This design comes from an exercise in tuning for small area, a short achievable clock period and few clock cycles on the open sky130 flow, not from production work.
RTL that was checked went through simulation tests only; none was proved equivalent to the original.
No functional check of the RTL was part of run 3.
No activity file was given, so power comes from the tool's default toggle rates.

==> flow/design.v, too long to show whole: its modules and the start of the top module <==
// module rtc_fields_to_epoch_seconds_unit: 1257 lines
module rtc_fields_to_epoch_seconds_unit (
  input  logic      clk,
  input  logic      rst,
  input  logic      start,
  output logic      busy,
  input  rfes_pkg::rfes_in_t  fields,
  output logic      done,
  output rfes_pkg::rfes_out_t result,
  input  logic      cfg_write,
  input  logic      cfg_index,
  input  logic      cfg_data
);
  // ...
==> flow/flow/run.sh <==
#!/bin/bash
# Standard layout, with the port buffers made of the smallest buffer cell and
# Yosys's generic fine-grained ABC pass skipped, so that the adders written as
# gates reach full-adder extraction as written.
set -euo pipefail
bash standard.sh SYNTH_ARGS=-noabc BUFFER_PORTS_ARGS="-buffer_cell sky130_fd_sc_hd__buf_1" finish > standard_flow.log 2>&1
==> flow/standard.sh <==
#!/bin/bash
# synth_recipe.tcl (not shown) runs the flow's synth.tcl, then flattens the netlist and writes it again
# the make line also repeats each setting of config.mk as NAME=value (left out here)
make -C /OpenROAD-flow-scripts/flow DESIGN_CONFIG=/design/flow/config.mk WORK_HOME=/design/flow/orfs CLKGATE_MAP_FILE= SYNTH_SCRIPT=/design/flow/synth_recipe.tcl "${@:-finish}"
==> flow/config.mk <==
export PLATFORM = sky130hd
export DESIGN_NAME = rtc_fields_to_epoch_seconds_unit
export DESIGN_NICKNAME = rtc_fields_to_epoch_seconds_unit
export VERILOG_FILES = /design/flow/design.v
export SDC_FILE = /design/flow/constraint.sdc
export NUM_CORES = 4
export LEC_CHECK = 0
export CAP_MARGIN = 20
export CORE_MARGIN = 2
export CORE_UTILIZATION = 40
export CTS_BUF_LIST = sky130_fd_sc_hd__clkbuf_8
export SETUP_SLACK_MARGIN = 5.0
export SLEW_MARGIN = 20
==> flow/constraint.sdc <==
create_clock -name core_clock -period 8.0 [get_ports {clk}]
set_input_delay 1.6000 -clock core_clock [delete_from_list [all_inputs] [get_ports {clk}]]
set_output_delay 1.6000 -clock core_clock [all_outputs]
set_load 0.01 [all_outputs]
==> key figures, run 1 <==
Outcome
  • Outcome: complete, no violations

Layout
  • Commonest non-fill, non-tap cell in the layout: dfxtp_1
  • Sequential cells: 135
  • Clock network area share: 4.82%
  • Fin cells: 1,039
  • Fraction of standard cell area in multi-input logic: 51.7%
  • P&R area growth vs syn: 12.2%

Clock network
  • Hold-fix buffers at CTS: 0
  • Cts repair resizes: 0
  • CTS max path bufs: 2
  • Setup bufs post-CTS: 0
  • CTS H-tree lvls: 4

Drt
  • WL met3: 674 µm
  • Met2 wire len: 6.36 mm
  • Vias per cell: 4.85

Worst setup path
  • R2R cell count: 6
  • Required @ worst endpoint: 8.36 ns
  • R2R setup slack: 5.23 ns
  • WP data arrival: 3.16 ns

Synthesis
  • Synth Area in Adders: 29.5%
  • Simple-gate share of the synthesized area: 10.3%
  • Count of cell types in the netlist: 64
  • Post-synth top area share: 36.6%
  • Yosys Warn Count: 1
  • Sequential share of the synthesized area: 36.6%

Floorplan
  • Tap cells: 229
  • Core area: 18,000 µm²
  • Die width: 140 µm
  • Row count: 49
  • Overall die height: 140 µm

Pwr
  • Sequential power: 1030 µW
  • Pint: 1770 µW

GRT
  • First-pass GRT wire length: 23.9 mm
  • Met2 usage: 23.4%
  • GR Util met1: 21.4%
  • GR peak layer: met2

STA
  • Min Tclk post-route: 2.81 ns
  • Final slew viol count: 0
  • Clock skew: 0.0213 ns

Hold path
  • Worst hold path class: flop to flop
  • Worst Hold Endpoint: res_q[4]$_DFF_P_
  • Hold Path Origin: lo_q_3$_DFF_P_
Testbench counts, summed over its fixed seeds: cycles 2,144.
==> run 2, diff against run 1 <==
--- a/flow/config.mk
+++ b/flow/config.mk
@@ -10,4 +10,4 @@
 export CORE_UTILIZATION = 40
 export CTS_BUF_LIST = sky130_fd_sc_hd__clkbuf_8
-export SETUP_SLACK_MARGIN = 5.0
+export SETUP_SLACK_MARGIN = 4.7
 export SLEW_MARGIN = 20
==> run 2 against run 1 <==
Compared with the run above: still clean on timing, DRC and antenna; flip-flop and latch count stayed put; final cell count hardly changed; total power is 1.1% higher; non-clock buffer count is 1 higher; clock skew is 0.010 ns lower.
==> key figures, run 2 <==
Synthesis
  • Mapped Cells: 720 (unchanged)
  • Top FF cell, synth: dfxtp_1 (unchanged)
  • Yosys Warn Count: 1 (unchanged)
  • Register bit count reported by yosys: 135 (unchanged)
  • Mapped Area: 7380 µm² (unchanged)
  • Post-synth top area share: 36.6% (unchanged)
  • Async S/R FF share, synth: 0% (unchanged)
  • Post-synth EDFFs: 0 (unchanged)
  • Most frequent cells after synthesis: 135 x dfxtp_1, 77 x fa_1, 75 x inv_1, 51 x ha_1, 47 x nor2_1 (unchanged)
  • Count of cell types in the netlist: 64 (unchanged)
  • Sequential share of the synthesized area: 36.6% (unchanged)
  • Largest cells by area after synthesis: dfxtp_1 37%, fa_1 21%, ha_1 8.6%, inv_1 3.8%, a21oi_1 2.9% (unchanged)
  • Most common cell in the netlist: dfxtp_1 (unchanged)
  • Post-synth top area cell: dfxtp_1 (unchanged)
  • Mapped Nets: 902 (unchanged)
  • Mean post-synth cell area: 10.2 µm² (unchanged)

Layout
  • Top reg by flops: res_q (unchanged)
  • Share of post-route cells with drive strength above 1: 4.69% (was 5.06%)
  • Max FFs per register: 33 (unchanged)
  • Filler instances: 1,774 (was 1,768)
  • P&R area growth vs syn: 12.7% (was 12.2%)
  • Ant. Diodes: 0 (unchanged)
  • Fin nets: 980 (was 979)
  • Commonest non-fill, non-tap cell in the layout: dfxtp_1 (unchanged)
  • Commonest cells after routing, fill and taps aside: 135 x dfxtp_1, 87 x buf_1, 78 x inv_1, 77 x fa_1, 51 x ha_1 (was 134 x dfxtp_1, 87 x buf_1, 76 x inv_1, 76 x fa_1, 51 x ha_1)

STA
  • Final setup viols: 0 (unchanged)
  • RSZ-0062 raised after global routing: false (unchanged)
  • Min Tclk post-route: 2.93 ns (was 2.81 ns)
  • Final Hold Viols: 0 (unchanged)
  • Final slew viol count: 0 (unchanged)
  • Slew headroom: 59.5% (was 58.2%)
  • Final period util: 36.6% (was 35.1%)
  • Crit path setup slack, layout: 5.07 ns (was 5.19 ns)
  • Fin Setup TNS: 0 ns (unchanged)
  • Clock skew: 0.0110 ns (was 0.0213 ns)
  • Worst slew pin tran: 0.608 ns (was 0.628 ns)
  • Max Clock Freq: 342 MHz (was 356 MHz)

Drt
  • # DRC: 0 (unchanged)
  • WL/cell: 13.6 µm (was 13.8 µm)
  • Drt pass-1 iters: 4 (was 5)
  • Drt total wl: 14.2 mm (was 14.4 mm)
  • Initial DRC Count: 206 (was 182)
  • ANT nets after route: 0 (unchanged)
  • Vias per cell: 4.94 (was 4.85)
  • Via count: 5,136 (was 5,043)

GRT
  • First-pass GRT wire length: 24.1 mm (was 23.9 mm)
  • Grt total ovfl: 0 (unchanged)
  • Tot GR Track Use: 15.3% (was 15.5%)
  • Vias in the first global route: 5,020 (was 4,940)
  • Initial antenna violation count: 0 (unchanged)
  • Pin count of the biggest net entering global routing: 31 (was 37)

Clock network
  • Clk sinks: 135 (unchanged)
  • Num CTS Buffers: 17 (unchanged)
  • CTS max path bufs: 2 (unchanged)
  • Clk root buf: clkbuf_8 (unchanged)
  • Cts repair resizes: 0 (unchanged)
  • Clock latency (worst-skew pair): 0.44 ns (was 0.45 ns)
  • Reg clk slew, reported paths: 0.07 ns (was 0.08 ns)
  • Setup bufs post-CTS: 0 (unchanged)
  • CTS tree: done (unchanged)
  • CTS H-tree lvls: 4 (unchanged)
  • Hold-fix buffers at CTS: 0 (unchanged)

Hold path
  • Hold Path Origin: lo_q_4$_DFF_P_ (was lo_q_3$_DFF_P_)
  • Worst Hold Endpoint: res_q[5]$_DFF_P_ (was res_q[4]$_DFF_P_)
  • Hold Path Stages: 0 (unchanged)
  • Worst hold path class: flop to flop (unchanged)

Pwr
  • Seq pwr share: 36.2% (was 36.6%)
  • Leakage: 0.00367 µW (was 0.00365 µW)
  • VDD IR max: 0.000139 V (was 0.000179 V)
  • PwrDens: 341 nW/µm² (was 339 nW/µm²)
  • Clk pwr share: 21.3% (was 19.7%)
  • Pint: 1820 µW (was 1770 µW)
  • Psw: 1020 µW (was 1040 µW)
  • Comb pwr share: 42.5% (was 43.6%)
  • Sw frac: 35.9% (was 37.0%)

Worst setup path
  • Crit. End Element: flop (unchanged)
  • WP data arrival: 3.23 ns (was 3.16 ns)
  • R2R cell count: 6 (unchanged)
  • Worst setup path class: flop to flop (was input port to flop)
  • FF-to-FF End: cs0_q_15$_DFF_P_ (unchanged)
  • Worst setup SP type: flop (was input port)
  • Worst-path maximum fanout: 16 (was 6)
  • R2R setup slack: 5.07 ns (was 5.23 ns)
  • Required @ worst endpoint: 8.31 ns (was 8.36 ns)
  • Worst reg2reg path startpoint: monb_q[2]$_DFF_P_ (unchanged)

Floorplan
  • Initial Util: 40.9% (unchanged)
  • Die area: 19,600 µm² (unchanged)
  • Die width: 140 µm (unchanged)
  • I/O pins: 89 (unchanged)
  • Row count: 49 (unchanged)
  • Overall die height: 140 µm (unchanged)
  • Core area: 18,000 µm² (unchanged)

Outcome
  • Outcome: complete, no violations (unchanged)

Placement
  • RePlAce Congestion: 0.862 (was 0.853)
  • Pre-CTS setup slack: 4.72 ns (was 4.74 ns)
  • DP HPWL: 11.1 mm (was 11.2 mm)
  • PortBufs: 87 (unchanged)

Flow run
  • Max-Cap Viols: 0 (unchanged)
run 2: final cells by class:
class                      count  area [µm²]  share of cell area, %
sequential                   135        2700                   32.5
timing repair buffer          88         334                   4.02
inverter                      75         282                   3.38
clock inverter                14         184                   2.21
tap                          229         287                   3.45
multi-input combinational    481        4280                   51.5
clock buffer                  18         248                   2.98
run 2: how the worst max path moves through the flow:
stage / start / endpoint / slack (ns) / depth (start not counted)
after detailed placement: fields[20] / day_q[4]$_DFF_P_ / 4.72 / 7
after global routing: monb_q[2]$_DFF_P_ / cs0_q_15$_DFF_P_ / 4.96 / 6
after floorplan: fields[20] / day_q[4]$_DFF_P_ / 4.96 / 6
after global placement: fields[20] / day_q[4]$_DFF_P_ / 4.77 / 7
final: monb_q[2]$_DFF_P_ / cs0_q_15$_DFF_P_ / 5.07 / 6
after CTS: monb_q[2]$_DFF_P_ / cs0_q_15$_DFF_P_ / 5.12 / 6
run 2: per-stage QoR:
step / instances / utilization, % / cell area [µm²] / hold WS [ns] / total power (µW)
final: 1040 / 46.1 / 8320 / 0.328 / 2840
after global routing: 1040 / 46.1 / 8320 / 0.337 / 3130
after CTS: 1040 / 46.1 / 8320 / 0.330 / 2890
after detailed placement: 1008 / 43.7 / 7890 / 0.312 / 2270
after global placement: 1008 / 43.7 / 7890 / 0.310 / 2250
after floorplan: 720 / - / 7380 / 0.310 / 1930
run 2: cell families after synthesis:
| kind of cell | share of synthesized area [%] |
|---|---|
| xor gates and xnor gates | 3.68 |
| and+or+nand+nor | 10.3 |
| AOI/OAI and AO/OA | 13.9 |
| other | 0.0508 |
| buffers and inverters | 5.37 |
| muxes | 0.560 |
| adders and majority gates | 29.5 |
| DFF | 36.6 |
run 2: routing by layer:
metal | global-route usage (%) | wire length, µm | up-vias
met2 | 22.9 | 6170 | 144
met5 | 0 | 0 | -
met3 | 2.92 | 677 | 19
met4 | 6.11 | 314 | 0
li1 | - | - | 2578
met1 | 21.9 | 7010 | 2395
run 2: power by group through the flow:
stage,combinational (µW),sequential (µW),clock [µW]
final,1210,1030,604
after global routing,1420,1050,656
after CTS,1230,1030,626
after detailed placement,1220,1050,0
after global placement,1210,1050,0
after floorplan,878,1060,0
run 2: critical path, cell delays in order (launching register included):
cell and delay [ns]:
dfxtp_1 0.62, a21oi_1 0.13, o21ai_0 0.47, a221o_1 0.22
fa_1 0.42, fa_1 0.52, fa_1 0.42
==> module rtc_fields_to_epoch_seconds_unit, before the edit <==
module rtc_fields_to_epoch_seconds_unit (
  input  logic      clk,
  input  logic      rst,
  input  logic      start,
  output logic      busy,
  input  rfes_pkg::rfes_in_t  fields,
  output logic      done,
  output rfes_pkg::rfes_out_t result,
  input  logic      cfg_write,
  input  logic      cfg_index,
  input  logic      cfg_data
);
  logic        bcd_mode;
  logic        twelve_hour_mode;
  always_ff @(posedge clk) begin
    if (rst) begin
      bcd_mode         <= 1'b1;
      twelve_hour_mode <= 1'b0;
    end else if (cfg_write) begin
      case (cfg_index)
        rfes_pkg::CFG_BCD_MODE:  bcd_mode         <= cfg_data;
        rfes_pkg::CFG_TWELVE_HR: twelve_hour_mode <= cfg_data;
        default:       bcd_mode         <= bcd_mode;
      endcase
    end
  end
  assign busy = 1'b0;
  logic [5:0]  sec6;
  logic [5:0]  min6;
  logic [4:0]  hv5;
  logic [4:0]  day5;
  logic [6:0]  yr7;
  logic [3:0]  mon4;
  logic [3:0]  h4;
  logic [4:0]  hr5;
  logic        leap;
  logic [3:0]  ml;
  logic [1:0]  fields_r;
  logic        err_sec, err_min, err_hr, err_day, err_mon, err_yr, err_all;
  logic t0;
  logic t1;
  logic t2;
  logic t3;
  logic t4;
  logic t5;
  logic t6;
  logic t7;
  logic t8;
  logic t9;
  logic t10;
  logic t11;
  logic t12;
  logic t13;
  logic t14;
  logic t15;
  logic t16;
  logic t17;
  logic t18;
  logic t19;
  logic t20;
  logic t21;
  logic t22;
  logic t23;
  logic t24;
  logic t25;
  logic t26;
  logic t27;
  logic t28;
  logic t29;
  logic t30;
  logic t31;
  logic t32;
  logic t33;
  logic t34;
  logic t35;
  logic t36;
  logic t37;
  logic t38;
  logic t39;
  logic t40;
  logic t41;
  logic t42;
  logic t43;
  logic t44;
  logic t45;
  logic t46;
  logic t47;
  logic t48;
  logic t49;
  logic t50;
  logic t51;
  logic t52;
  logic t53;
  logic t54;
  logic t55;
  logic t56;
  logic t57;
  logic t58;
  logic t59;
  logic t60;
  logic t61;
  logic t62;
  logic t63;
  logic t64;
  logic t65;
  logic t66;
  logic t67;
  logic t68;
  logic t69;
  logic t70;
  logic t71;
  logic t72;
  logic t73;
  logic t74;
  logic t75;
  logic t76;
  logic t77;
  logic t78;
  logic t79;
  logic t80;
  logic t81;
  logic t82;
  logic t83;
  logic t84;
  logic t85;
  logic t86;
  logic t87;
  logic t88;
  logic t89;
  logic t90;
  logic t91;
  logic t92;
  assign t0 = bcd_mode & fields.raw_seconds[4];
  assign t1 = bcd_mode & fields.raw_seconds[5];
  assign t2 = bcd_mode ? fields.raw_seconds[6] : fields.raw_seconds[4];
  assign t3 = ~bcd_mode & fields.raw_seconds[5];
  assign t4 = ~bcd_mode & fields.raw_seconds[6];
  assign t5 = fields.raw_seconds[3] ^ fields.raw_seconds[4];
  assign t6 = fields.raw_seconds[3] & fields.raw_seconds[4];
  assign t7 = fields.raw_seconds[5] ^ t3;
  assign t8 = fields.raw_seconds[5] & t3;
  assign t9 = fields.raw_seconds[6] ^ t4;
  assign t10 = fields.raw_seconds[6] & t4;
  assign t11 = fields.raw_seconds[1] ^ t0;
  assign t12 = fields.raw_seconds[2] ^ t1;
  assign t13 = t2 ^ t5;
  assign t14 = t7 ^ t6;
  assign t15 = t9 ^ t8;
  assign t16 = fields.raw_seconds[1] & t0;
  assign t17 = fields.raw_seconds[2] & t1;
  assign t18 = t2 & t5;
  assign t19 = t7 & t6;
  assign t20 = t9 & t8;
  assign t21 = t17 | (t12 & t16);
  assign t22 = t12 & t11;
  assign t23 = t19 | (t14 & t18);
  assign t24 = t14 & t13;
  assign t25 = t18 | (t13 & t21);
  assign t26 = t13 & t22;
  assign t27 = t23 | (t24 & t21);
  assign t28 = t24 & t22;
  assign t29 = t20 | (t15 & t27);
  assign t30 = t12 ^ t16;
  assign t31 = t13 ^ t21;
  assign t32 = t14 ^ t25;
  assign t33 = t15 ^ t27;
  assign t34 = bcd_mode & fields.raw_minutes[4];
  assign t35 = bcd_mode & fields.raw_minutes[5];
  assign t36 = bcd_mode ? fields.raw_minutes[6] : fields.raw_minutes[4];
  assign t37 = ~bcd_mode & fields.raw_minutes[5];
  assign t38 = ~bcd_mode & fields.raw_minutes[6];
  assign t39 = fields.raw_minutes[3] ^ fields.raw_minutes[4];
  assign t40 = fields.raw_minutes[3] & fields.raw_minutes[4];
  assign t41 = fields.raw_minutes[5] ^ t37;
  assign t42 = fields.raw_minutes[5] & t37;
  assign t43 = fields.raw_minutes[6] ^ t38;
  assign t44 = fields.raw_minutes[6] & t38;
  assign t45 = fields.raw_minutes[1] ^ t34;
  assign t46 = fields.raw_minutes[2] ^ t35;
  assign t47 = t36 ^ t39;
  assign t48 = t41 ^ t40;
  assign t49 = t43 ^ t42;
  assign t50 = fields.raw_minutes[1] & t34;
  assign t51 = fields.raw_minutes[2] & t35;
  assign t52 = t36 & t39;
  assign t53 = t41 & t40;
  assign t54 = t43 & t42;
  assign t55 = t51 | (t46 & t50);
  assign t56 = t46 & t45;
  assign t57 = t53 | (t48 & t52);
  assign t58 = t48 & t47;
  assign t59 = t52 | (t47 & t55);
  assign t60 = t47 & t56;
  assign t61 = t57 | (t58 & t55);
  assign t62 = t58 & t56;
  assign t63 = t54 | (t49 & t61);
  assign t64 = t46 ^ t50;
  assign t65 = t47 ^ t55;
  assign t66 = t48 ^ t59;
  assign t67 = t49 ^ t61;
  assign t68 = bcd_mode & fields.raw_monthday[4];
  assign t69 = bcd_mode & fields.raw_monthday[5];
  assign t70 = ~bcd_mode & fields.raw_monthday[4];
  assign t71 = ~bcd_mode & fields.raw_monthday[5];
  assign t72 = fields.raw_monthday[3] ^ fields.raw_monthday[4];
  assign t73 = fields.raw_monthday[3] & fields.raw_monthday[4];
  assign t74 = fields.raw_monthday[5] ^ t71;
  assign t75 = fields.raw_monthday[5] & t71;
  assign t76 = fields.raw_monthday[1] ^ t68;
  assign t77 = fields.raw_monthday[2] ^ t69;
  assign t78 = t70 ^ t72;
  assign t79 = t74 ^ t73;
  assign t80 = fields.raw_monthday[1] & t68;
  assign t81 = fields.raw_monthday[2] & t69;
  assign t82 = t70 & t72;
  assign t83 = t74 & t73;
  assign t84 = t81 | (t77 & t80);
  assign t85 = t77 & t76;
  assign t86 = t83 | (t79 & t82);
  assign t87 = t82 | (t78 & t84);
  assign t88 = t78 & t85;
  assign t89 = t86 | (t79 & t84);
  assign t90 = t77 ^ t80;
  assign t91 = t78 ^ t84;
  assign t92 = t79 ^ t87;
  assign sec6 = {t33, t32, t31, t30, t11, fields.raw_seconds[0]};
  assign min6 = {t67, t66, t65, t64, t45, fields.raw_minutes[0]};
  always_comb begin
    if (!bcd_mode) begin
      hv5 = fields.raw_hours[4:0];
    end else if (fields.raw_hours[5]) begin
      hv5 = {3'b101, fields.raw_hours[1:0]};
    end else if (fields.raw_hours[4]) begin
      hv5 = rfes_pkg::plus10(fields.raw_hours[3:0]);
    end else begin
      hv5 = {1'b0, fields.raw_hours[3:0]};
    end
  end
  assign day5 = {t92, t91, t90, t76, fields.raw_monthday[0]};
  assign yr7 = bcd_mode ? rfes_pkg::bcd_year(fields.raw_year) : fields.raw_year[6:0];
  always_comb begin
    err_sec = bcd_mode ? rfes_pkg::bcd_gt59(fields.raw_seconds) : rfes_pkg::gt8(fields.raw_seconds, 8'd59);
    err_min = bcd_mode ? rfes_pkg::bcd_gt59(fields.raw_minutes) : rfes_pkg::gt8(fields.raw_minutes, 8'd59);
    if (twelve_hour_mode) begin
      err_hr = bcd_mode ? rfes_pkg::bcd_bad_1_12(fields.raw_hours[6:0]) :
                          ((fields.raw_hours[6:0] == 7'd0) ||
                           rfes_pkg::gt8({1'b0, fields.raw_hours[6:0]}, 8'd12));
    end else begin
      err_hr = bcd_mode ? rfes_pkg::bcd_gt23(fields.raw_hours) : rfes_pkg::gt8(fields.raw_hours, 8'd23);
    end
    err_mon = bcd_mode ? (rfes_pkg::bcd_bad_1_12(fields.raw_month[6:0]) || fields.raw_month[7]) :
                         ((fields.raw_month == 8'd0) || rfes_pkg::gt8(fields.raw_month, 8'd12));
    err_yr  = bcd_mode ? rfes_pkg::bcd_gt99(fields.raw_year) : rfes_pkg::gt8(fields.raw_year, 8'd99);
  end
  always_comb begin
    if (bcd_mode && fields.raw_month[4]) begin
      mon4 = {1'b1, fields.raw_month[1], ~fields.raw_month[1], fields.raw_month[0]};
    end else begin
      mon4 = fields.raw_month[3:0];
    end
    if (bcd_mode && fields.raw_hours[4]) begin
      h4 = {1'b1, fields.raw_hours[1], ~fields.raw_hours[1], fields.raw_hours[0]};
    end else begin
      h4 = fields.raw_hours[3:0];
    end
    hr5 = twelve_hour_mode ? rfes_pkg::hour12(h4, fields.raw_hours[7]) : hv5;
    if (bcd_mode) begin
      leap = !fields.raw_year[0] && (fields.raw_year[1] == fields.raw_year[4]);
    end else begin
      leap = (fields.raw_year[1:0] == 2'b00);
    end
    ml[0] = (mon4 == 4'd2) && !leap;
    ml[1] = (mon4 == 4'd2) && leap;
    ml[2] = (mon4 == 4'd4) || (mon4 == 4'd6) || (mon4 == 4'd9) || (mon4 == 4'd11);
    ml[3] = !(ml[0] || ml[1] || ml[2]);
    err_day = (fields.raw_monthday == 8'd0) || rfes_pkg::day_gt(fields.raw_monthday, bcd_mode, ml);
    err_all = err_sec || err_min || err_hr || err_day || err_mon || err_yr;
    if (bcd_mode) begin
      fields_r = {fields.raw_year[1] ^ fields.raw_year[4], fields.raw_year[0]};
    end else begin
      fields_r = fields.raw_year[1:0];
    end
  end
  logic [3:0]  mona;
  logic [2:0]  monb;
  assign mona[0] = (mon4 == 4'd1) || (mon4 == 4'd5) || (mon4 == 4'd9);
  assign mona[1] = (mon4 == 4'd2) || (mon4 == 4'd6) || (mon4 == 4'd10);
  assign mona[2] = (mon4 == 4'd3) || (mon4 == 4'd7) || (mon4 == 4'd11);
  assign mona[3] = (mon4 == 4'd4) || (mon4 == 4'd8) || (mon4 == 4'd12);
  assign monb[0] = (mon4 == 4'd1) || (mon4 == 4'd2) || (mon4 == 4'd3) || (mon4 == 4'd4);
  assign monb[1] = (mon4 == 4'd5) || (mon4 == 4'd6) || (mon4 == 4'd7) || (mon4 == 4'd8);
  assign monb[2] = (mon4 == 4'd9) || (mon4 == 4'd10) || (mon4 == 4'd11) || (mon4 == 4'd12);
  logic        v_q;
  logic [5:0]  errs_q;
  logic        err_q;
  logic [4:0]  q_q;
  logic [1:0]  r_q;
  logic [3:0]  mona_q;   
  logic [2:0]  monb_q;   
  logic [4:0]  day_q;
  logic [4:0]  hr_q;
  logic [5:0]  min_q;
  logic [5:0]  sec_q;
  logic        leap_q;
  always_ff @(posedge clk) begin
    if (rst) begin
      v_q <= 1'b0;
    end else begin
      v_q <= start;
    end
  end
  always_ff @(posedge clk) begin
    errs_q <= {err_sec, err_min, err_hr, err_day, err_mon, err_yr};
    q_q   <= yr7[6:2];
    r_q   <= fields_r;
    mona_q <= mona;
    monb_q <= monb;
    day_q <= day5;
    hr_q  <= hr5;
    min_q <= min6;
    sec_q <= sec6;
    leap_q <= leap;
  end
  assign err_q = |errs_q;
  logic [31:0] epoch;
  logic [31:0] tab;
  logic [12:1] mon_q;
  assign mon_q[1] = mona_q[0] & monb_q[0];
  assign mon_q[2] = mona_q[1] & monb_q[0];
  assign mon_q[3] = mona_q[2] & monb_q[0];
  assign mon_q[4] = mona_q[3] & monb_q[0];
  assign mon_q[5] = mona_q[0] & monb_q[1];
  assign mon_q[6] = mona_q[1] & monb_q[1];
  assign mon_q[7] = mona_q[2] & monb_q[1];
  assign mon_q[8] = mona_q[3] & monb_q[1];
  assign mon_q[9] = mona_q[0] & monb_q[2];
  assign mon_q[10] = mona_q[1] & monb_q[2];
  assign mon_q[11] = mona_q[2] & monb_q[2];
  assign mon_q[12] = mona_q[3] & monb_q[2];
  assign tab[0] = 1'b0;
  assign tab[1] = 1'b0;
  assign tab[2] = 1'b0;
  assign tab[3] = 1'b0;
  assign tab[4] = 1'b0;
  assign tab[5] = 1'b0;
  assign tab[6] = 1'b0;
  assign tab[7] = (mon_q[1] & ~leap_q) | (mon_q[2] & leap_q) | mon_q[4] | mon_q[5] | mon_q[8] | mon_q[11] | mon_q[12];
  assign tab[8] = (mon_q[1] & ~leap_q) | mon_q[5] | mon_q[7] | mon_q[8] | mon_q[10] | mon_q[11];
  assign tab[9] = mon_q[1] | (mon_q[2] & ~leap_q) | mon_q[4] | mon_q[5] | mon_q[6] | mon_q[7] | mon_q[11];
  assign tab[10] = mon_q[3] | mon_q[5] | mon_q[6] | mon_q[10];
  assign tab[11] = mon_q[3] | mon_q[4] | mon_q[10] | mon_q[11] | mon_q[12];
  assign tab[12] = (mon_q[1] & leap_q) | (mon_q[2] & leap_q) | mon_q[5] | mon_q[6] | mon_q[12];
  assign tab[13] = (mon_q[1] & leap_q) | (mon_q[2] & ~leap_q) | mon_q[4] | mon_q[5] | mon_q[7] | mon_q[9] | mon_q[10];
  assign tab[14] = mon_q[1] | (mon_q[2] & leap_q) | mon_q[4] | mon_q[5] | mon_q[6] | mon_q[7] | mon_q[8];
  assign tab[15] = (mon_q[1] & ~leap_q) | (mon_q[2] & ~leap_q) | mon_q[3] | mon_q[5] | mon_q[6] | mon_q[10] | mon_q[11];
  assign tab[16] = (mon_q[1] & leap_q) | (mon_q[2] & ~leap_q) | mon_q[4] | mon_q[6] | mon_q[7] | mon_q[9] | mon_q[11] | mon_q[12];
  assign tab[17] = (mon_q[1] & ~leap_q) | mon_q[2] | mon_q[8] | mon_q[9] | mon_q[10] | mon_q[11] | mon_q[12];
  assign tab[18] = 1'b0;
  assign tab[19] = mon_q[1] | mon_q[3] | mon_q[5] | mon_q[7] | mon_q[9] | mon_q[11];
  assign tab[20] = mon_q[2] | mon_q[3] | mon_q[6] | mon_q[7] | mon_q[10] | mon_q[11];
  assign tab[21] = mon_q[2] | mon_q[5] | mon_q[7] | mon_q[8] | mon_q[10];
  assign tab[22] = mon_q[1] | mon_q[2] | mon_q[4] | mon_q[5] | mon_q[8] | mon_q[11];
  assign tab[23] = mon_q[3] | mon_q[4] | mon_q[5] | mon_q[9] | mon_q[10] | mon_q[11];
  assign tab[24] = mon_q[6] | mon_q[7] | mon_q[8] | mon_q[9] | mon_q[10] | mon_q[11];
  assign tab[25] = mon_q[12];
  assign tab[26] = 1'b0;
  assign tab[27] = 1'b0;
  assign tab[28] = 1'b0;
  assign tab[29] = 1'b0;
  assign tab[30] = 1'b0;
  assign tab[31] = 1'b0;
  logic t93;
  logic t94;
  logic t95;
  logic t96;
  logic t97;
  logic t98;
  logic t99;
  logic t100;
  logic t101;
  logic t102;
  logic t103;
  logic t104;
  logic t105;
  logic t106;
  logic t107;
  logic t108;
  logic t109;
  logic t110;
  logic t111;
  logic t112;
  logic t113;
  logic t114;
  logic t115;
  logic t116;
  logic t117;
  logic t118;
  logic t119;
  logic t120;
  logic t121;
  logic t122;
  logic t123;
  logic t124;
  logic t125;
  logic t126;
  logic t127;
  logic t128;
  logic t129;
  logic t130;
  logic t131;
  logic t132;
  logic t133;
  logic t134;
  logic t135;
  logic t136;
  logic t137;
  logic t138;
  logic t139;
  logic t140;
  logic t141;
  logic t142;
  logic t143;
  logic t144;
  logic t145;
  logic t146;
  logic t147;
  logic t148;
  logic t149;
  logic t150;
  logic t151;
  logic t152;
  logic t153;
  logic t154;
  logic t155;
  logic t156;
  logic t157;
  logic t158;
  logic t159;
  logic t160;
  logic t161;
  logic t162;
  logic t163;
  logic t164;
  logic t165;
  logic t166;
  logic t167;
  logic t168;
  logic t169;
  logic t170;
  logic t171;
  logic t172;
  logic t173;
  logic t174;
  logic t175;
  logic t176;
  logic t177;
  logic t178;
  logic t179;
  logic t180;
  logic t181;
  logic t182;
  logic t183;
  logic t184;
  logic t185;
  logic t186;
  logic t187;
  logic t188;
  logic t189;
  logic t190;
  logic t191;
  logic t192;
  logic t193;
  logic t194;
  logic t195;
  logic t196;
  logic t197;
  logic t198;
  logic t199;
  logic t200;
  logic t201;
  logic t202;
  logic t203;
  logic t204;
  logic t205;
  logic t206;
  logic t207;
  logic t208;
  logic t209;
  logic t210;
  logic t211;
  logic t212;
  logic t213;
  logic t214;
  logic t215;
  logic t216;
  logic t217;
  logic t218;
  logic t219;
  logic t220;
  logic t221;
  logic t222;
  logic t223;
  logic t224;
  logic t225;
  logic t226;
  logic t227;
  logic t228;
  logic t229;
  logic t230;
  logic t231;
  logic t232;
  logic t233;
  logic t234;
  logic t235;
  logic t236;
  logic t237;
  logic t238;
  logic t239;
  logic t240;
  logic t241;
  logic t242;
  logic t243;
  logic t244;
  logic t245;
  logic t246;
  logic t247;
  logic t248;
  logic t249;
  logic t250;
  logic t251;
  logic t252;
  logic t253;
  logic t254;
  logic t255;
  logic t256;
  logic t257;
  logic t258;
  logic t259;
  logic t260;
  logic t261;
  logic t262;
  logic t263;
  logic t264;
  logic t265;
  logic t266;
  logic t267;
  logic t268;
  logic t269;
  logic t270;
  logic t271;
  logic t272;
  logic t273;
  logic t274;
  logic t275;
  logic t276;
  logic t277;
  logic t278;
  logic t279;
  logic t280;
  logic t281;
  logic t282;
  logic t283;
  logic t284;
  logic t285;
  logic t286;
  logic t287;
  logic t288;
  logic t289;
  logic t290;
  logic t291;
  logic t292;
  logic t293;
  logic t294;
  logic t295;
  logic t296;
  assign t93 = ~q_q[0] ^ day_q[0];
  assign t94 = ~q_q[0] & day_q[0];
  assign t95 = ~q_q[1] ^ day_q[1] ^ day_q[0];
  assign t96 = (~q_q[1] & day_q[1]) | (day_q[0] & (~q_q[1] ^ day_q[1]));
  assign t97 = ~q_q[2] ^ day_q[2];
  assign t98 = ~q_q[2] & day_q[2];
  assign t99 = ~q_q[3] ^ day_q[3] ^ day_q[2];
  assign t100 = (~q_q[3] & day_q[3]) | (day_q[2] & (~q_q[3] ^ day_q[3]));
  assign t101 = ~q_q[4] ^ day_q[4] ^ day_q[3];
  assign t102 = (~q_q[4] & day_q[4]) | (day_q[3] & (~q_q[4] ^ day_q[4]));
  assign t103 = day_q[4] ^ day_q[0];
  assign t104 = day_q[4] & day_q[0];
  assign t105 = q_q[0] ^ day_q[1];
  assign t106 = q_q[0] & day_q[1];
  assign t107 = q_q[1] ^ day_q[2];
  assign t108 = q_q[1] & day_q[2];
  assign t109 = q_q[2] ^ day_q[3];
  assign t110 = q_q[2] & day_q[3];
  assign t111 = q_q[3] ^ day_q[4] ^ day_q[2];
  assign t112 = (q_q[3] & day_q[4]) | (day_q[2] & (q_q[3] ^ day_q[4]));
  assign t113 = q_q[4] ^ ~q_q[0];
  assign t114 = q_q[4] & ~q_q[0];
  assign t115 = hr_q[3] ^ ~min_q[5] ^ min_q[1];
  assign t116 = (hr_q[3] & ~min_q[5]) | (min_q[1] & (hr_q[3] ^ ~min_q[5]));
  assign t117 = hr_q[4] ^ min_q[2] ^ ~r_q[1];
  assign t118 = (hr_q[4] & min_q[2]) | (~r_q[1] & (hr_q[4] ^ min_q[2]));
  assign t119 = tab[8] ^ t94;
  assign t120 = tab[8] & t94;
  assign t121 = day_q[1] ^ ~hr_q[0] ^ min_q[3];
  assign t122 = (day_q[1] & ~hr_q[0]) | (min_q[3] & (day_q[1] ^ ~hr_q[0]));
  assign t123 = tab[9] ^ t97 ^ t96;
  assign t124 = (tab[9] & t97) | (t96 & (tab[9] ^ t97));
  assign t125 = ~hr_q[1] ^ min_q[4] ^ r_q[0];
  assign t126 = (~hr_q[1] & min_q[4]) | (r_q[0] & (~hr_q[1] ^ min_q[4]));
  assign t127 = tab[10] ^ t98 ^ t99;
  assign t128 = (tab[10] & t98) | (t99 & (tab[10] ^ t98));
  assign t129 = ~hr_q[2] ^ min_q[5] ^ r_q[1];
  assign t130 = (~hr_q[2] & min_q[5]) | (r_q[1] & (~hr_q[2] ^ min_q[5]));
  assign t131 = tab[11] ^ t101 ^ t100;
  assign t132 = (tab[11] & t101) | (t100 & (tab[11] ^ t101));
  assign t133 = ~hr_q[3] ^ hr_q[0] ^ ~r_q[0];
  assign t134 = (~hr_q[3] & hr_q[0]) | (~r_q[0] & (~hr_q[3] ^ hr_q[0]));
  assign t135 = tab[12] ^ t103 ^ t102;
  assign t136 = (tab[12] & t103) | (t102 & (tab[12] ^ t103));
  assign t137 = ~hr_q[4] ^ hr_q[1] ^ ~r_q[1];
  assign t138 = (~hr_q[4] & hr_q[1]) | (~r_q[1] & (~hr_q[4] ^ hr_q[1]));
  assign t139 = tab[13] ^ t105 ^ t104;
  assign t140 = (tab[13] & t105) | (t104 & (tab[13] ^ t105));
  assign t141 = day_q[0] ^ hr_q[2] ^ r_q[0];
  assign t142 = (day_q[0] & hr_q[2]) | (r_q[0] & (day_q[0] ^ hr_q[2]));
  assign t143 = tab[14] ^ t107 ^ t106;
  assign t144 = (tab[14] & t107) | (t106 & (tab[14] ^ t107));
  assign t145 = day_q[1] ^ hr_q[3] ^ r_q[1];
  assign t146 = (day_q[1] & hr_q[3]) | (r_q[1] & (day_q[1] ^ hr_q[3]));
  assign t147 = tab[15] ^ t109 ^ t108;
  assign t148 = (tab[15] & t109) | (t108 & (tab[15] ^ t109));
  assign t149 = day_q[0] ^ hr_q[4] ^ r_q[0];
  assign t150 = (day_q[0] & hr_q[4]) | (r_q[0] & (day_q[0] ^ hr_q[4]));
  assign t151 = tab[16] ^ t110 ^ t111;
  assign t152 = (tab[16] & t110) | (t111 & (tab[16] ^ t110));
  assign t153 = day_q[3] ^ day_q[1] ^ r_q[1];
  assign t154 = (day_q[3] & day_q[1]) | (r_q[1] & (day_q[3] ^ day_q[1]));
  assign t155 = tab[17] ^ t113 ^ t112;
  assign t156 = (tab[17] & t113) | (t112 & (tab[17] ^ t113));
  assign t157 = ~q_q[1] ^ day_q[4] ^ day_q[2];
  assign t158 = (~q_q[1] & day_q[4]) | (day_q[2] & (~q_q[1] ^ day_q[4]));
  assign t159 = 1'b1 ^ t114;
  assign t160 = 1'b1 & t114;
  assign t161 = ~q_q[2] ^ q_q[0] ^ day_q[3];
  assign t162 = (~q_q[2] & q_q[0]) | (day_q[3] & (~q_q[2] ^ q_q[0]));
  assign t163 = ~q_q[3] ^ q_q[1];
  assign t164 = ~q_q[3] & q_q[1];
  assign t165 = ~q_q[4] ^ q_q[2];
  assign t166 = ~q_q[4] & q_q[2];
  assign t167 = ~r_q[0] ^ tab[7];
  assign t168 = ~r_q[0] & tab[7];
  assign t169 = t95 ^ t117 ^ t116;
  assign t170 = (t95 & t117) | (t116 & (t95 ^ t117));
  assign t171 = t121 ^ t118 ^ t120;
  assign t172 = (t121 & t118) | (t120 & (t121 ^ t118));
  assign t173 = t125 ^ t122 ^ t127;
  assign t174 = (t125 & t122) | (t127 & (t125 ^ t122));
  assign t175 = t129 ^ t126 ^ t131;
  assign t176 = (t129 & t126) | (t131 & (t129 ^ t126));
  assign t177 = t133 ^ t130 ^ t135;
  assign t178 = (t133 & t130) | (t135 & (t133 ^ t130));
  assign t179 = t137 ^ t134 ^ t139;
  assign t180 = (t137 & t134) | (t139 & (t137 ^ t134));
  assign t181 = t141 ^ t138 ^ t143;
  assign t182 = (t141 & t138) | (t143 & (t141 ^ t138));
  assign t183 = t145 ^ t142 ^ t147;
  assign t184 = (t145 & t142) | (t147 & (t145 ^ t142));
  assign t185 = t149 ^ t146 ^ t148;
  assign t186 = (t149 & t146) | (t148 & (t149 ^ t146));
  assign t187 = t153 ^ t150 ^ t155;
  assign t188 = (t153 & t150) | (t155 & (t153 ^ t150));
  assign t189 = t157 ^ t154 ^ t159;
  assign t190 = (t157 & t154) | (t159 & (t157 ^ t154));
  assign t191 = tab[19] ^ t161 ^ t158;
  assign t192 = (tab[19] & t161) | (t158 & (tab[19] ^ t161));
  assign t193 = day_q[4] ^ tab[20] ^ t163;
  assign t194 = (day_q[4] & tab[20]) | (t163 & (day_q[4] ^ tab[20]));
  assign t195 = ~r_q[0] ^ tab[21] ^ t165;
  assign t196 = (~r_q[0] & tab[21]) | (t165 & (~r_q[0] ^ tab[21]));
  assign t197 = q_q[3] ^ ~r_q[1] ^ tab[22];
  assign t198 = (q_q[3] & ~r_q[1]) | (tab[22] & (q_q[3] ^ ~r_q[1]));
  assign t199 = q_q[4] ^ ~q_q[0];
  assign t200 = q_q[4] & ~q_q[0];
  assign t201 = ~min_q[0] ^ sec_q[2];
  assign t202 = ~min_q[0] & sec_q[2];
  assign t203 = ~min_q[1] ^ sec_q[3];
  assign t204 = ~min_q[1] & sec_q[3];
  assign t205 = hr_q[0] ^ ~min_q[2] ^ sec_q[4];
  assign t206 = (hr_q[0] & ~min_q[2]) | (sec_q[4] & (hr_q[0] ^ ~min_q[2]));
  assign t207 = hr_q[1] ^ ~min_q[3] ^ sec_q[5];
  assign t208 = (hr_q[1] & ~min_q[3]) | (sec_q[5] & (hr_q[1] ^ ~min_q[3]));
  assign t209 = hr_q[2] ^ ~min_q[4] ^ min_q[0];
  assign t210 = (hr_q[2] & ~min_q[4]) | (min_q[0] & (hr_q[2] ^ ~min_q[4]));
  assign t211 = t93 ^ t167 ^ t115;
  assign t212 = (t93 & t167) | (t115 & (t93 ^ t167));
  assign t213 = t168 ^ t119 ^ t169;
  assign t214 = (t168 & t119) | (t169 & (t168 ^ t119));
  assign t215 = t123 ^ t170 ^ t171;
  assign t216 = (t123 & t170) | (t171 & (t123 ^ t170));
  assign t217 = t124 ^ t172 ^ t173;
  assign t218 = (t124 & t172) | (t173 & (t124 ^ t172));
  assign t219 = t128 ^ t175 ^ t174;
  assign t220 = (t128 & t175) | (t174 & (t128 ^ t175));
  assign t221 = t132 ^ t177 ^ t176;
  assign t222 = (t132 & t177) | (t176 & (t132 ^ t177));
  assign t223 = t136 ^ t179 ^ t178;
  assign t224 = (t136 & t179) | (t178 & (t136 ^ t179));
  assign t225 = t140 ^ t181 ^ t180;
  assign t226 = (t140 & t181) | (t180 & (t140 ^ t181));
  assign t227 = t144 ^ t183 ^ t182;
  assign t228 = (t144 & t183) | (t182 & (t144 ^ t183));
  assign t229 = t151 ^ t185 ^ t184;
  assign t230 = (t151 & t185) | (t184 & (t151 ^ t185));
  assign t231 = t152 ^ t186 ^ t187;
  assign t232 = (t152 & t186) | (t187 & (t152 ^ t186));
  assign t233 = t156 ^ t189 ^ t188;
  assign t234 = (t156 & t189) | (t188 & (t156 ^ t189));
  assign t235 = t160 ^ t191 ^ t190;
  assign t236 = (t160 & t191) | (t190 & (t160 ^ t191));
  assign t237 = t162 ^ t193 ^ t192;
  assign t238 = (t162 & t193) | (t192 & (t162 ^ t193));
  assign t239 = t164 ^ t195 ^ t194;
  assign t240 = (t164 & t195) | (t194 & (t164 ^ t195));
  assign t241 = t166 ^ t197 ^ t196;
  assign t242 = (t166 & t197) | (t196 & (t166 ^ t197));
  assign t243 = tab[23] ^ t199 ^ t198;
  assign t244 = (tab[23] & t199) | (t198 & (tab[23] ^ t199));
  assign t245 = ~q_q[1] ^ tab[24] ^ t200;
  assign t246 = (~q_q[1] & tab[24]) | (t200 & (~q_q[1] ^ tab[24]));
  assign t247 = ~q_q[2] ^ r_q[0] ^ tab[25];
  assign t248 = (~q_q[2] & r_q[0]) | (tab[25] & (~q_q[2] ^ r_q[0]));
  assign t249 = ~q_q[3] ^ r_q[1];
  assign t250 = ~q_q[3] & r_q[1];
  assign t251 = ~q_q[4] ^ q_q[0] ^ 1'b1;
  assign t252 = (~q_q[4] & q_q[0]) | (1'b1 & (~q_q[4] ^ q_q[0]));
  assign t253 = 1'b1 ^ t201;
  assign t254 = t203 ^ t202;
  assign t255 = t205 ^ t204;
  assign t256 = t207 ^ t206;
  assign t257 = t209 ^ t208;
  assign t258 = t211 ^ t210;
  assign t259 = t213 ^ t212;
  assign t260 = 1'b0 ^ 1'b0;
  assign t261 = 1'b1 & t201;
  assign t262 = t203 & t202;
  assign t263 = t205 & t204;
  assign t264 = t207 & t206;
  assign t265 = t209 & t208;
  assign t266 = t211 & t210;
  assign t267 = t213 & t212;
  assign t268 = 1'b0 & 1'b0;
  assign t269 = t262 | (t254 & t261);
  assign t270 = t254 & t253;
  assign t271 = t264 | (t256 & t263);
  assign t272 = t256 & t255;
  assign t273 = t266 | (t258 & t265);
  assign t274 = t258 & t257;
  assign t275 = t268 | (t260 & t267);
  assign t276 = t263 | (t255 & t269);
  assign t277 = t255 & t270;
  assign t278 = t271 | (t272 & t269);
  assign t279 = t272 & t270;
  assign t280 = t267 | (t259 & t273);
  assign t281 = t259 & t274;
  assign t282 = t275 | (t260 & t273);
  assign t283 = t265 | (t257 & t278);
  assign t284 = t257 & t279;
  assign t285 = t273 | (t274 & t278);
  assign t286 = t274 & t279;
  assign t287 = t280 | (t281 & t278);
  assign t288 = t281 & t279;
  assign t289 = t282 | (t260 & t278);
  assign t290 = t254 ^ t261;
  assign t291 = t255 ^ t269;
  assign t292 = t256 ^ t276;
  assign t293 = t257 ^ t278;
  assign t294 = t258 ^ t283;
  assign t295 = t259 ^ t285;
  assign t296 = t260 ^ t287;
  logic        v2_q;
  logic        err2_q;
  logic        lo_q_0;
  logic        lo_q_1;
  logic        lo_q_2;
  logic        lo_q_3;
  logic        lo_q_4;
  logic        lo_q_5;
  logic        lo_q_6;
  logic        lo_q_7;
  logic        lo_q_8;
  logic        cy_q;
  logic        cs0_q_9;
  logic        cs1_q_9;
  logic        cs0_q_10;
  logic        cs1_q_10;
  logic        cs0_q_11;
  logic        cs1_q_11;
  logic        cs0_q_12;
  logic        cs1_q_12;
  logic        cs0_q_13;
  logic        cs1_q_13;
  logic        cs0_q_14;
  logic        cs1_q_14;
  logic        cs0_q_15;
  logic        cs1_q_15;
  logic        cs0_q_16;
  logic        cs1_q_16;
  logic        cs0_q_17;
  logic        cs1_q_17;
  logic        cs0_q_18;
  logic        cs1_q_18;
  logic        cs0_q_19;
  logic        cs1_q_19;
  logic        cs0_q_20;
  logic        cs1_q_20;
  logic        cs0_q_21;
  logic        cs1_q_21;
  logic        cs0_q_22;
  logic        cs1_q_22;
  logic        cs0_q_23;
  logic        cs1_q_23;
  logic        cs0_q_24;
  logic        cs1_q_24;
  logic        cs0_q_25;
  logic        cs1_q_25;
  logic        cs0_q_26;
  logic        cs1_q_26;
  logic        cs0_q_27;
  logic        cs1_q_27;
  logic        cs0_q_28;
  logic        cs1_q_28;
  logic        cs0_q_29;
  logic        cs1_q_29;
  logic        cs0_q_30;
  logic        cs0_q_31;
  always_ff @(posedge clk) begin
    if (rst) begin
      v2_q <= 1'b0;
    end else begin
      v2_q <= v_q;
    end
  end
  always_ff @(posedge clk) begin
    err2_q <= err_q;
    lo_q_0 <= sec_q[0];
    lo_q_1 <= sec_q[1];
    lo_q_2 <= t253;
    lo_q_3 <= t290;
    lo_q_4 <= t291;
    lo_q_5 <= t292;
    lo_q_6 <= t293;
    lo_q_7 <= t294;
    lo_q_8 <= t295;
    cy_q <= t296;
    cs0_q_9 <= t215;
    cs1_q_9 <= t214;
    cs0_q_10 <= t217;
    cs1_q_10 <= t216;
    cs0_q_11 <= t219;
    cs1_q_11 <= t218;
    cs0_q_12 <= t221;
    cs1_q_12 <= t220;
    cs0_q_13 <= t223;
    cs1_q_13 <= t222;
    cs0_q_14 <= t225;
    cs1_q_14 <= t224;
    cs0_q_15 <= t227;
    cs1_q_15 <= t226;
    cs0_q_16 <= t229;
    cs1_q_16 <= t228;
    cs0_q_17 <= t231;
    cs1_q_17 <= t230;
    cs0_q_18 <= t233;
    cs1_q_18 <= t232;
    cs0_q_19 <= t235;
    cs1_q_19 <= t234;
    cs0_q_20 <= t237;
    cs1_q_20 <= t236;
    cs0_q_21 <= t239;
    cs1_q_21 <= t238;
    cs0_q_22 <= t241;
    cs1_q_22 <= t240;
    cs0_q_23 <= t243;
    cs1_q_23 <= t242;
    cs0_q_24 <= t245;
    cs1_q_24 <= t244;
    cs0_q_25 <= t247;
    cs1_q_25 <= t246;
    cs0_q_26 <= t249;
    cs1_q_26 <= t248;
    cs0_q_27 <= t251;
    cs1_q_27 <= t250;
    cs0_q_28 <= q_q[1];
    cs1_q_28 <= t252;
    cs0_q_29 <= q_q[2];
    cs1_q_29 <= 1'b1;
    cs0_q_30 <= q_q[3];
    cs0_q_31 <= q_q[4];
  end
  logic t297;
  logic t298;
  logic t299;
  logic t300;
  logic t301;
  logic t302;
  logic t303;
  logic t304;
  logic t305;
  logic t306;
  logic t307;
  logic t308;
  logic t309;
  logic t310;
  logic t311;
  logic t312;
  logic t313;
  logic t314;
  logic t315;
  logic t316;
  logic t317;
  logic t318;
  logic t319;
  logic t320;
  logic t321;
  logic t322;
  logic t323;
  logic t324;
  logic t325;
  logic t326;
  logic t327;
  logic t328;
  logic t329;
  logic t330;
  logic t331;
  logic t332;
  logic t333;
  logic t334;
  logic t335;
  logic t336;
  logic t337;
  logic t338;
  logic t339;
  logic t340;
  logic t341;
  logic t342;
  logic t343;
  logic t344;
  logic t345;
  logic t346;
  logic t347;
  logic t348;
  logic t349;
  logic t350;
  logic t351;
  logic t352;
  logic t353;
  logic t354;
  logic t355;
  logic t356;
  logic t357;
  logic t358;
  logic t359;
  logic t360;
  logic t361;
  logic t362;
  logic t363;
  logic t364;
  logic t365;
  logic t366;
  logic t367;
  logic t368;
  logic t369;
  logic t370;
  logic t371;
  logic t372;
  logic t373;
  logic t374;
  logic t375;
  logic t376;
  logic t377;
  logic t378;
  logic t379;
  logic t380;
  logic t381;
  logic t382;
  logic t383;
  logic t384;
  logic t385;
  logic t386;
  logic t387;
  logic t388;
  logic t389;
  logic t390;
  logic t391;
  logic t392;
  logic t393;
  logic t394;
  logic t395;
  logic t396;
  logic t397;
  logic t398;
  logic t399;
  logic t400;
  logic t401;
  logic t402;
  logic t403;
  logic t404;
  logic t405;
  logic t406;
  logic t407;
  logic t408;
  logic t409;
  logic t410;
  logic t411;
  logic t412;
  logic t413;
  logic t414;
  logic t415;
  logic t416;
  logic t417;
  logic t418;
  logic t419;
  logic t420;
  logic t421;
  logic t422;
  logic t423;
  logic t424;
  logic t425;
  logic t426;
  logic t427;
  logic t428;
  logic t429;
  logic t430;
  logic t431;
  logic t432;
  logic t433;
  logic t434;
  logic t435;
  logic t436;
  logic t437;
  logic t438;
  logic t439;
  logic t440;
  logic t441;
  logic t442;
  logic t443;
  logic t444;
  logic t445;
  logic t446;
  logic t447;
  logic t448;
  logic t449;
  logic t450;
  logic t451;
  logic t452;
  logic t453;
  logic t454;
  logic t455;
  logic t456;
  logic t457;
  logic t458;
  logic t459;
  logic t460;
  logic t461;
  logic t462;
  logic t463;
  logic t464;
  logic t465;
  logic t466;
  logic t467;
  assign t297 = cy_q ^ cy_q;
  assign t298 = cs0_q_9 ^ cs1_q_9;
  assign t299 = cs0_q_10 ^ cs1_q_10;
  assign t300 = cs0_q_11 ^ cs1_q_11;
  assign t301 = cs0_q_12 ^ cs1_q_12;
  assign t302 = cs0_q_13 ^ cs1_q_13;
  assign t303 = cs0_q_14 ^ cs1_q_14;
  assign t304 = cs0_q_15 ^ cs1_q_15;
  assign t305 = cs0_q_16 ^ cs1_q_16;
  assign t306 = cs0_q_17 ^ cs1_q_17;
  assign t307 = cs0_q_18 ^ cs1_q_18;
  assign t308 = cs0_q_19 ^ cs1_q_19;
  assign t309 = cs0_q_20 ^ cs1_q_20;
  assign t310 = cs0_q_21 ^ cs1_q_21;
  assign t311 = cs0_q_22 ^ cs1_q_22;
  assign t312 = cs0_q_23 ^ cs1_q_23;
  assign t313 = cs0_q_24 ^ cs1_q_24;
  assign t314 = cs0_q_25 ^ cs1_q_25;
  assign t315 = cs0_q_26 ^ cs1_q_26;
  assign t316 = cs0_q_27 ^ cs1_q_27;
  assign t317 = cs0_q_28 ^ cs1_q_28;
  assign t318 = cs0_q_29 ^ cs1_q_29;
  assign t319 = cs0_q_30 ^ 1'b0;
  assign t320 = cs0_q_31 ^ 1'b0;
  assign t321 = cy_q & cy_q;
  assign t322 = cs0_q_9 & cs1_q_9;
  assign t323 = cs0_q_10 & cs1_q_10;
  assign t324 = cs0_q_11 & cs1_q_11;
  assign t325 = cs0_q_12 & cs1_q_12;
  assign t326 = cs0_q_13 & cs1_q_13;
  assign t327 = cs0_q_14 & cs1_q_14;
  assign t328 = cs0_q_15 & cs1_q_15;
  assign t329 = cs0_q_16 & cs1_q_16;
  assign t330 = cs0_q_17 & cs1_q_17;
  assign t331 = cs0_q_18 & cs1_q_18;
  assign t332 = cs0_q_19 & cs1_q_19;
  assign t333 = cs0_q_20 & cs1_q_20;
  assign t334 = cs0_q_21 & cs1_q_21;
  assign t335 = cs0_q_22 & cs1_q_22;
  assign t336 = cs0_q_23 & cs1_q_23;
  assign t337 = cs0_q_24 & cs1_q_24;
  assign t338 = cs0_q_25 & cs1_q_25;
  assign t339 = cs0_q_26 & cs1_q_26;
  assign t340 = cs0_q_27 & cs1_q_27;
  assign t341 = cs0_q_28 & cs1_q_28;
  assign t342 = cs0_q_29 & cs1_q_29;
  assign t343 = cs0_q_30 & 1'b0;
  assign t344 = cs0_q_31 & 1'b0;
  assign t345 = t322 | (t298 & t321);
  assign t346 = t298 & t297;
  assign t347 = t324 | (t300 & t323);
  assign t348 = t300 & t299;
  assign t349 = t326 | (t302 & t325);
  assign t350 = t302 & t301;
  assign t351 = t328 | (t304 & t327);
  assign t352 = t304 & t303;
  assign t353 = t330 | (t306 & t329);
  assign t354 = t306 & t305;
  assign t355 = t332 | (t308 & t331);
  assign t356 = t308 & t307;
  assign t357 = t334 | (t310 & t333);
  assign t358 = t310 & t309;
  assign t359 = t336 | (t312 & t335);
  assign t360 = t312 & t311;
  assign t361 = t338 | (t314 & t337);
  assign t362 = t314 & t313;
  assign t363 = t340 | (t316 & t339);
  assign t364 = t316 & t315;
  assign t365 = t342 | (t318 & t341);
  assign t366 = t318 & t317;
  assign t367 = t344 | (t320 & t343);
  assign t368 = t323 | (t299 & t345);
  assign t369 = t299 & t346;
  assign t370 = t347 | (t348 & t345);
  assign t371 = t348 & t346;
  assign t372 = t327 | (t303 & t349);
  assign t373 = t303 & t350;
  assign t374 = t351 | (t352 & t349);
  assign t375 = t352 & t350;
  assign t376 = t331 | (t307 & t353);
  assign t377 = t307 & t354;
  assign t378 = t355 | (t356 & t353);
  assign t379 = t356 & t354;
  assign t380 = t335 | (t311 & t357);
  assign t381 = t311 & t358;
  assign t382 = t359 | (t360 & t357);
  assign t383 = t360 & t358;
  assign t384 = t339 | (t315 & t361);
  assign t385 = t315 & t362;
  assign t386 = t363 | (t364 & t361);
  assign t387 = t364 & t362;
  assign t388 = t343 | (t319 & t365);
  assign t389 = t319 & t366;
  assign t390 = t367 | (t320 & t365);
  assign t391 = t325 | (t301 & t370);
  assign t392 = t301 & t371;
  assign t393 = t349 | (t350 & t370);
  assign t394 = t350 & t371;
  assign t395 = t372 | (t373 & t370);
  assign t396 = t373 & t371;
  assign t397 = t374 | (t375 & t370);
  assign t398 = t375 & t371;
  assign t399 = t333 | (t309 & t378);
  assign t400 = t309 & t379;
  assign t401 = t357 | (t358 & t378);
  assign t402 = t358 & t379;
  assign t403 = t380 | (t381 & t378);
  assign t404 = t381 & t379;
  assign t405 = t382 | (t383 & t378);
  assign t406 = t383 & t379;
  assign t407 = t341 | (t317 & t386);
  assign t408 = t317 & t387;
  assign t409 = t365 | (t366 & t386);
  assign t410 = t366 & t387;
  assign t411 = t388 | (t389 & t386);
  assign t412 = t389 & t387;
  assign t413 = t390 | (t320 & t386);
  assign t414 = t329 | (t305 & t397);
  assign t415 = t305 & t398;
  assign t416 = t353 | (t354 & t397);
  assign t417 = t354 & t398;
  assign t418 = t376 | (t377 & t397);
  assign t419 = t377 & t398;
  assign t420 = t378 | (t379 & t397);
  assign t421 = t379 & t398;
  assign t422 = t399 | (t400 & t397);
  assign t423 = t400 & t398;
  assign t424 = t401 | (t402 & t397);
  assign t425 = t402 & t398;
  assign t426 = t403 | (t404 & t397);
  assign t427 = t404 & t398;
  assign t428 = t405 | (t406 & t397);
  assign t429 = t406 & t398;
  assign t430 = t337 | (t313 & t428);
  assign t431 = t313 & t429;
  assign t432 = t361 | (t362 & t428);
  assign t433 = t362 & t429;
  assign t434 = t384 | (t385 & t428);
  assign t435 = t385 & t429;
  assign t436 = t386 | (t387 & t428);
  assign t437 = t387 & t429;
  assign t438 = t407 | (t408 & t428);
  assign t439 = t408 & t429;
  assign t440 = t409 | (t410 & t428);
  assign t441 = t410 & t429;
  assign t442 = t411 | (t412 & t428);
  assign t443 = t412 & t429;
  assign t444 = t413 | (t320 & t428);
  assign t445 = t298 ^ t321;
  assign t446 = t299 ^ t345;
  assign t447 = t300 ^ t368;
  assign t448 = t301 ^ t370;
  assign t449 = t302 ^ t391;
  assign t450 = t303 ^ t393;
  assign t451 = t304 ^ t395;
  assign t452 = t305 ^ t397;
  assign t453 = t306 ^ t414;
  assign t454 = t307 ^ t416;
  assign t455 = t308 ^ t418;
  assign t456 = t309 ^ t420;
  assign t457 = t310 ^ t422;
  assign t458 = t311 ^ t424;
  assign t459 = t312 ^ t426;
  assign t460 = t313 ^ t428;
  assign t461 = t314 ^ t430;
  assign t462 = t315 ^ t432;
  assign t463 = t316 ^ t434;
  assign t464 = t317 ^ t436;
  assign t465 = t318 ^ t438;
  assign t466 = t319 ^ t440;
  assign t467 = t320 ^ t442;
  assign epoch = {t467, t466, t465, t464, t463, t462, t461, t460, t459, t458, t457, t456, t455, t454, t453, t452, t451, t450, t449, t448, t447, t446, t445, lo_q_8, lo_q_7, lo_q_6, lo_q_5, lo_q_4, lo_q_3, lo_q_2, lo_q_1, lo_q_0};
  logic        v3_q;
  logic [32:0] res_q;
  always_ff @(posedge clk) begin
    if (rst) begin
      v3_q <= 1'b0;
    end else begin
      v3_q <= v2_q;
    end
  end
  always_ff @(posedge clk) begin
    res_q <= {epoch, err2_q};
  end
  assign done   = v3_q;
  assign result = res_q;
endmodule
==> run 3, diff against run 2 <==
--- a/flow/design.v
+++ b/flow/design.v
@@ -669,5 +669,5 @@
   assign monb[2] = (mon4 == 4'd9) || (mon4 == 4'd10) || (mon4 == 4'd11) || (mon4 == 4'd12);
   logic        v_q;
-  logic [5:0]  errs_q;
+  logic [1:0]  errs_q;
   logic        err_q;
   logic [4:0]  q_q;
@@ -688,5 +688,5 @@
   end
   always_ff @(posedge clk) begin
-    errs_q <= {err_sec, err_min, err_hr, err_day, err_mon, err_yr};
+    errs_q <= {err_day, err_sec || err_min || err_hr || err_mon || err_yr};
     q_q   <= yr7[6:2];
     r_q   <= fields_r;
==> flow/flow/run.sh (replaced) <==
#!/bin/bash
# Standard layout, with the port buffers made of the smallest buffer cell,
# Yosys's generic fine-grained ABC pass skipped (so that the adders written as
# gates reach full-adder extraction as written), and clock tree synthesis
# without dummy loads.
set -euo pipefail
bash standard.sh SYNTH_ARGS=-noabc BUFFER_PORTS_ARGS="-buffer_cell sky130_fd_sc_hd__buf_1" \
  CTS_ARGS="-sink_clustering_enable -repair_clock_nets -buf_list sky130_fd_sc_hd__clkbuf_8 -dont_use_dummy_load" \
  finish > standard_flow.log 2>&1
--- a/flow/config.mk
+++ b/flow/config.mk
@@ -10,4 +10,4 @@
 export CORE_UTILIZATION = 40
 export CTS_BUF_LIST = sky130_fd_sc_hd__clkbuf_8
-export SETUP_SLACK_MARGIN = 4.7
+export SETUP_SLACK_MARGIN = 5.0
 export SLEW_MARGIN = 20
==> run 3 against run 2 <==
Compared with the run above: still clean; via count decreased by 1.4%; first-iteration DRC count increased by 7.3%; total power decreased by 8.2%; cell area decreased by 2.7%; clock power decreased by 34%; worst setup slack improved by 0.099 ns; clock skew increased by 0.0074 ns; global-route usage increased by 0.17 points; non-clock buffer count unchanged; combinational power about the same; register-to-register slack improved by 0.13 ns; largest cell class unchanged; largest power group unchanged; highest routed layer unchanged.
==> key figures, run 3 <==
STA
  • Slew headroom: 50.4% (was 59.5%)
  • Final Hold Viols: 0 (unchanged)
  • Final setup viols: 0 (unchanged)
  • RSZ-0062 raised after global routing: false (unchanged)
  • Max Clock Freq: 354 MHz (was 342 MHz)
  • Final period util: 35.3% (was 36.6%)
  • Clock skew: 0.0185 ns (was 0.0110 ns)
  • Final slew viol count: 0 (unchanged)
  • Worst slew pin tran: 0.744 ns (was 0.608 ns)
  • Min Tclk post-route: 2.83 ns (was 2.93 ns)
  • Fin Setup TNS: 0 ns (unchanged)

Drt
  • ANT nets after route: 0 (unchanged)
  • WL/cell: 13.7 µm (was 13.6 µm)
  • # DRC: 0 (unchanged)
  • Drt total wl: 14.0 mm (was 14.2 mm)
  • Initial DRC Count: 221 (was 206)
  • Via count: 5,062 (was 5,136)
  • Drt pass-1 iters: 4 (unchanged)
  • Vias per cell: 4.93 (was 4.94)

Synthesis
  • Main combinational cell family by area after synthesis: adder cells (unchanged)
  • Most common cell in the netlist: dfxtp_1 (unchanged)
  • Sequential share of the synthesized area: 35.7% (was 36.6%)
  • Complex-gate fraction of the synthesized area: 13.5% (was 13.9%)
  • Mapped Cells: 723 (was 720)
  • Synth Area in Adders: 29.8% (was 29.5%)
  • Register bit count reported by yosys: 131 (was 135)
  • Post-synth top area share: 35.7% (was 36.6%)
  • Simple-gate share of the synthesized area: 11.4% (was 10.3%)
  • Post-synth top area cell: dfxtp_1 (unchanged)
  • Largest cells by area after synthesis: dfxtp_1 36%, fa_1 21%, ha_1 8.7%, inv_1 3.8%, a21oi_1 3.3% (was dfxtp_1 37%, fa_1 21%, ha_1 8.6%, inv_1 3.8%, a21oi_1 2.9%)
  • Post-synthesis xor/xnor area fraction: 3.69% (was 3.68%)
  • Count of cell types in the netlist: 60 (was 64)
  • Mapped Nets: 905 (was 902)
  • Top FF cell, synth: dfxtp_1 (unchanged)
  • Post-synth EDFFs: 0 (unchanged)
  • Yosys Warn Count: 1 (unchanged)
  • Mapped Area: 7350 µm² (was 7380 µm²)
  • Async S/R FF share, synth: 0% (unchanged)
  • Mean post-synth cell area: 10.2 µm² (about the same)
  • Most frequent cells after synthesis: 131 x dfxtp_1, 77 x fa_1, 75 x inv_1, 51 x ha_1, 49 x a21oi_1 (was 135 x dfxtp_1, 77 x fa_1, 75 x inv_1, 51 x ha_1, 47 x nor2_1)
  • Post-synthesis mux area share: 0.409% (was 0.560%)

GRT
  • Initial antenna violation count: 0 (unchanged)
  • First-pass GRT wire length: 23.9 mm (was 24.1 mm)
  • Tot GR Track Use: 15.5% (was 15.3%)
  • Grt total ovfl: 0 (unchanged)
  • Vias in the first global route: 4,890 (was 5,020)
  • Pin count of the biggest net entering global routing: 40 (was 31)

Worst setup path
  • Crit path from: fields[10] (was monb_q[2]$_DFF_P_)
  • Worst setup path class: input port to flop (was flop to flop)
  • Crit. End Element: flop (unchanged)
  • R2R setup slack: 5.20 ns (was 5.07 ns)
  • Worst setup SP type: input port (was flop)
  • Required @ worst endpoint: 8.36 ns (was 8.31 ns)
  • Worst reg2reg path startpoint: monb_q[0]$_DFF_P_ (was monb_q[2]$_DFF_P_)
  • Worst-path maximum fanout: 12 (was 16)
  • WP data arrival: 3.18 ns (was 3.23 ns)

Clock network
  • CTS tree: done (unchanged)
  • CTS H-tree lvls: 4 (unchanged)
  • Setup bufs post-CTS: 0 (unchanged)
  • Cts repair resizes: 0 (unchanged)
  • Reg clk slew, reported paths: 0.06 ns (was 0.07 ns)
  • Num CTS Buffers: 17 (unchanged)
  • Hold-fix buffers at CTS: 0 (unchanged)
  • Clk root buf: clkbuf_8 (unchanged)
  • Clk sinks: 131 (was 135)
  • CTS max path bufs: 2 (unchanged)
  • Clock latency (worst-skew pair): 0.44 ns (about the same)

Hold path
  • Worst hold path class: flop to flop (unchanged)
  • Hold Path Origin: sec_q[0]$_DFF_P_ (was lo_q_4$_DFF_P_)

Pwr
  • VDD IR max: 0.000135 V (was 0.000139 V)
  • Leakage: 0.00356 µW (was 0.00367 µW)
  • PwrDens: 322 nW/µm² (was 341 nW/µm²)

Placement
  • Placed cell area: 7850 µm² (was 7890 µm²)
  • PortBufs: 87 (unchanged)
  • RePlAce Congestion: 0.883 (was 0.862)
  • DP HPWL: 11.1 mm (about the same)

Layout
  • P&R area growth vs syn: 10.1% (was 12.7%)
  • Fin nets: 981 (was 980)
  • Ant. Diodes: 0 (unchanged)
  • Commonest non-fill, non-tap cell in the layout: dfxtp_1 (unchanged)
  • Max FFs per register: 33 (unchanged)
  • Top reg by flops: res_q (unchanged)
  • Reg area: 2620 µm² (was 2700 µm²)
  • Share of post-route cells with drive strength above 1: 4.52% (was 4.69%)
  • Commonest cells after routing, fill and taps aside: 130 x dfxtp_1, 86 x buf_1, 76 x fa_1, 75 x inv_1, 51 x ha_1 (was 135 x dfxtp_1, 87 x buf_1, 78 x inv_1, 77 x fa_1, 51 x ha_1)
  • Filler instances: 1,770 (was 1,774)
  • Final Instance Area: 8090 µm² (was 8320 µm²)
  • Multi-input gate area: 4330 µm² (was 4280 µm²)
  • Regs by FF count: res_q: 33 flops, min_q: 6 flops, sec_q: 6 flops

Floorplan
  • Initial Util: 40.8% (was 40.9%)
  • I/O pins: 89 (unchanged)
  • Row count: 49 (unchanged)
  • Die width: 140 µm (about the same)
  • Overall die height: 140 µm (about the same)
  • Core area: 18,000 µm² (unchanged)
  • Die area: 19,500 µm² (was 19,600 µm²)

Outcome
  • Outcome: complete, no violations (unchanged)

Flow run
  • Max-Cap Viols: 0 (unchanged)
run 3: cell count changes after synthesis, sizes merged, moves of 3 or more:
cell    previous run  this run
nand4              3         7
o21ai             46        36
dfxtp            135       131
nand3b             3         6
or2                4         7
nor3              10        14
clkbuf            26        30
nor2              47        43
a21oi             43        49
run 3: kinds of logic after synthesis:
logic type / Yosys count
compound gates: 153
mux: 3
fa+ha+maj: 129
other cells: 1
flops: 131
xor+xnor: 31
simple gates: 169
buf+inv: 106
run 3: final cells by class:
cell class | count | share of cell area (%)
Tap cell | 229 | 3.54
Inverter | 75 | 3.48
Timing Repair Buffer | 88 | 4.14
Sequential cell | 131 | 32.4
Multi-Input combinational cell | 486 | 53.5
Clock buffer | 17 | 2.89
run 3: where the power goes:
group | internal, µW | switching (µW)
clock | 186 | 212
sequential | 903 | 104
combinational | 553 | 649
run 3: stage by stage:
| stage | setup WS [ns] | hold slack [ns] | util (%) | power, µW | cells |
|---|---|---|---|---|---|
| final | 5.17 | 0.324 | 44.9 | 2610 | 1026 |
| after global routing | 5.04 | 0.328 | 44.9 | 2910 | 1026 |
| after CTS | 5.13 | 0.327 | 44.9 | 2650 | 1026 |
| after detailed placement | 4.71 | 0.312 | 43.6 | 2240 | 1009 |
| after global placement | 4.77 | 0.311 | 43.6 | 2220 | 1009 |
| after floorplan | 5.00 | 0.310 | - | 1920 | 723 |
run 3: final timing paths:
kind	endpoint	depth (start not counted)
setup / recovery	errs_q[1]$_DFF_P_	8
hold reg to reg	lo_q_0$_DFF_P_	0
setup reg to reg	cy_q$_DFF_P_	8
hold / removal	lo_q_0$_DFF_P_	0
run 3: metal layers:
layer,track usage [%],vias up,routed length [µm]
li1,-,2561,-
met1,21.7,2344,6990
met2,23.1,136,6100
met3,3.20,21,622
met4,6.95,0,320
met5,0,-,0
run 3: worst max-delay path, cell delays in order:
cell      delay, ns
buf_1          0.32
or3b_2         0.48
nand3_1        0.09
o211ai_1       0.09
nand2_1        0.10
nor2_1         0.04
o311a_1        0.32
o21ai_0        0.15
